From an optimization exercise on the open Yosys and OpenROAD flow, aimed at small area and a short achievable clock period; shortcuts taken in it are not production practice. The RTL was checked by simulation tests, not by an equivalence proof against the original design.

## P
// groove_sample_scheduler
module groove_sample_scheduler #(
    parameter int DEPTH = 4
) (
    input  logic        clk,
    input  logic        reset,
    input  logic        sync_start,
    input  logic [31:0] sig_time,
    input  logic        dir,
    input  logic [31:0] afll_ltr,
    input  logic [31:0] afll_rtl,
    input  logic        pos_valid,
    output logic        pos_ready,
    input  logic [15:0] pos_in,
    output logic        fire,
    output logic [31:0] fire_time,
    output logic        missed,
    output logic        busy
);
export LEC_CHECK = 0
export ABC_AREA = 1
export CAP_MARGIN = 20
export CORE_MARGIN = 2
export CORE_UTILIZATION = 40
export GPL_ROUTABILITY_DRIVEN = 0
export PLACE_DENSITY = 0.8
export SETUP_SLACK_MARGIN = 4.8
export SLEW_MARGIN = 20
export TNS_END_PERCENT = 10
create_clock -name core_clock -period 9.0 [get_ports {clk}]
standard.sh (not shown) runs the stock make flow with config.mk's settings and CLKGATE_MAP_FILE= SYNTH_SCRIPT=/design/flow/synth_recipe.tcl, a recipe that flattens the netlist after the stock synthesis.
==> flow/flow/run.sh <==
#!/bin/bash
# The standard layout (the standard.sh: ORFS synthesis, floorplan, power grid,
# placement, CTS and routing) with two changes:
#  - synthesis skips the generic ABC pass that Yosys's synth runs before the adder
#    extraction (SYNTH_ARGS=-noabc), so the full adders are extracted from the RTL's own
#    adder tree without inverters between them; the liberty-mapped ABC pass still runs,
#    and the registers are the same as the standard synthesis's;
#  - the port buffers are inserted as buf_1 cells rather than the larger cell the
#    resizer picks by default; timing repair still resizes them as needed.
set -euo pipefail
export SYNTH_ARGS="-noabc"
export BUFFER_PORTS_ARGS="-buffer_cell sky130_fd_sc_hd__buf_1"
bash standard.sh > standard.log 2>&1
P: flow completed, timing, DRC and antenna clean
For Q, these inputs were changed with respect to P:
- a deleted GPL_ROUTABILITY_DRIVEN that had been 0
- a change of SETUP_SLACK_MARGIN from 4.8 to 4.95
### Flow results
Comparing Q against P, there is no change at all in buffer and inverter count on the worst path.
Diff P..Q | clock skew | negligible
Looking at timing endpoint of the critical path, the target[11]$_DFFE_PN_ result is from P; the target[13]$_DFFE_PN_ one comes from Q.
Share of post-route cells with drive strength above 1 essentially unchanged between Q and P.
Diff P -> Q: layout overhead on the synthesized area went down 0.40 points; fraction of met3 tracks used by global routing held; post-place instance area held.
What R does differently from Q at the input level:
- changing SETUP_SLACK_MARGIN from 4.95 to 4.8
==> run notes <==
The flow did not stop early for R: all stages ran, and the layout cleared the timing, DRC and antenna checks.
Post-route clock period utilization was higher in Q than in R.
Core utilization was higher in the run labelled Q.
STATUS cell area: R wins against Q
Against Q as the reference, R delivers a lower non-clock buffer count.
R leaves more setup margin than Q.
Re count of inserted antenna diode cells: no difference whatsoever between R and Q.

========
Another version of the RTL of groove_sample_scheduler (not shown whole).
Size: ~1700 cells after synthesis, roughly 190 flip-flops.
==> flow/config.mk <==
export PLATFORM = sky130hd
export DESIGN_NAME = groove_sample_scheduler
export DESIGN_NICKNAME = groove_sample_scheduler
export VERILOG_FILES = /design/flow/design.v
export SDC_FILE = /design/flow/constraint.sdc
export NUM_CORES = 4
export LEC_CHECK = 0
export ABC_AREA = 1
export CAP_MARGIN = 20
export CORE_MARGIN = 2
export CORE_UTILIZATION = 40
export PLACE_DENSITY = 0.8
export SETUP_SLACK_MARGIN = 4.8
export SLEW_MARGIN = 20
export TNS_END_PERCENT = 100
==> flow/constraint.sdc <==
create_clock -name core_clock -period 9.0 [get_ports {clk}]
set_input_delay 1.8000 -clock core_clock [delete_from_list [all_inputs] [get_ports {clk}]]
set_output_delay 1.8000 -clock core_clock [all_outputs]
set_load 0.01 [all_outputs]
==> flow/flow/run.sh <==
#!/bin/bash
# The standard layout (the standard.sh: ORFS synthesis, floorplan, power grid,
# placement, CTS and routing) with three changes:
#  - synthesis skips the generic ABC pass that Yosys's synth runs before the adder
#    extraction (SYNTH_ARGS=-noabc), so the full adders are extracted from the RTL's own
#    adder tree without inverters between them; the liberty-mapped ABC pass still runs,
#    and the registers are the same as the standard synthesis's;
#  - the port buffers are inserted as buf_1 cells rather than the larger cell the
#    resizer picks by default; timing repair still resizes them as needed;
#  - flow/io.tcl keeps the sync_start and pos_ready pins side by side.
set -euo pipefail
export SYNTH_ARGS="-noabc"
export BUFFER_PORTS_ARGS="-buffer_cell sky130_fd_sc_hd__buf_1"
export IO_CONSTRAINTS="$PWD/flow/io.tcl"
bash standard.sh > standard.log 2>&1
==> flow/flow/io.tcl <==
# Keep the sync_start input and the pos_ready output, which sync_start drives through
# one gate, next to each other on the die's edge.
set_io_pin_constraint -group -order -pin_names {sync_start pos_ready}
Then changed:
--- a/flow/flow/run.sh
+++ b/flow/flow/run.sh
@@ -3 +3 @@
-# placement, CTS and routing) with three changes:
+# placement, CTS and routing) with two changes:
@@ -9,2 +9 @@
-#    resizer picks by default; timing repair still resizes them as needed;
-#  - flow/io.tcl keeps the sync_start and pos_ready pins side by side.
+#    resizer picks by default; timing repair still resizes them as needed.
@@ -14 +12,0 @@
-export IO_CONSTRAINTS="$PWD/flow/io.tcl"
removed: flow/flow/io.tcl
After rerunning: The changed run passed the timing, DRC and antenna checks; synthesized area stays the same; core utilization went up by 0.31 points; register-to-register slack gets better by 0.05 ns; hold slack loses 0.0040 ns; synthesized cell count does not change; wire length barely changes.

what the ideal ports hide:
How much do the figures lean on ideal ports? The routed layouts below were timed once more, with nothing changed but the port constraints.
Step 1 sets driving cells, clkbuf_16 on the clock port and buf_2 on the other inputs (assumed; they add their load-dependent delay and slew).
Step 2, shift: input delay + t, output delay - t, t = (earliest + latest rising clock arrival at the registers) / 2. This alone moves slack from input paths to output paths.
Three values: ideal, step 1, step 2; two values: the first two.
run	shift t [ns]	slack for setup (ns)	worst slew at a driven data input, ns
P	0.502	4.719 / 4.719 / 4.422	0.12
Q	0.490	4.795 / 4.787 / 4.456	0.13
R	0.502	4.841 / 4.803 / 4.471	0.12
the first run of note 2	0.516	4.863 / 4.755 / 4.755	0.16
the second run of note 2	0.514	4.830 / 4.800 / 4.800	0.08
After both steps setup and hold are still met in every run listed. The setup slack of R, which loses most, moves by -0.038 ns with the drivers and by -0.370 ns with both steps.
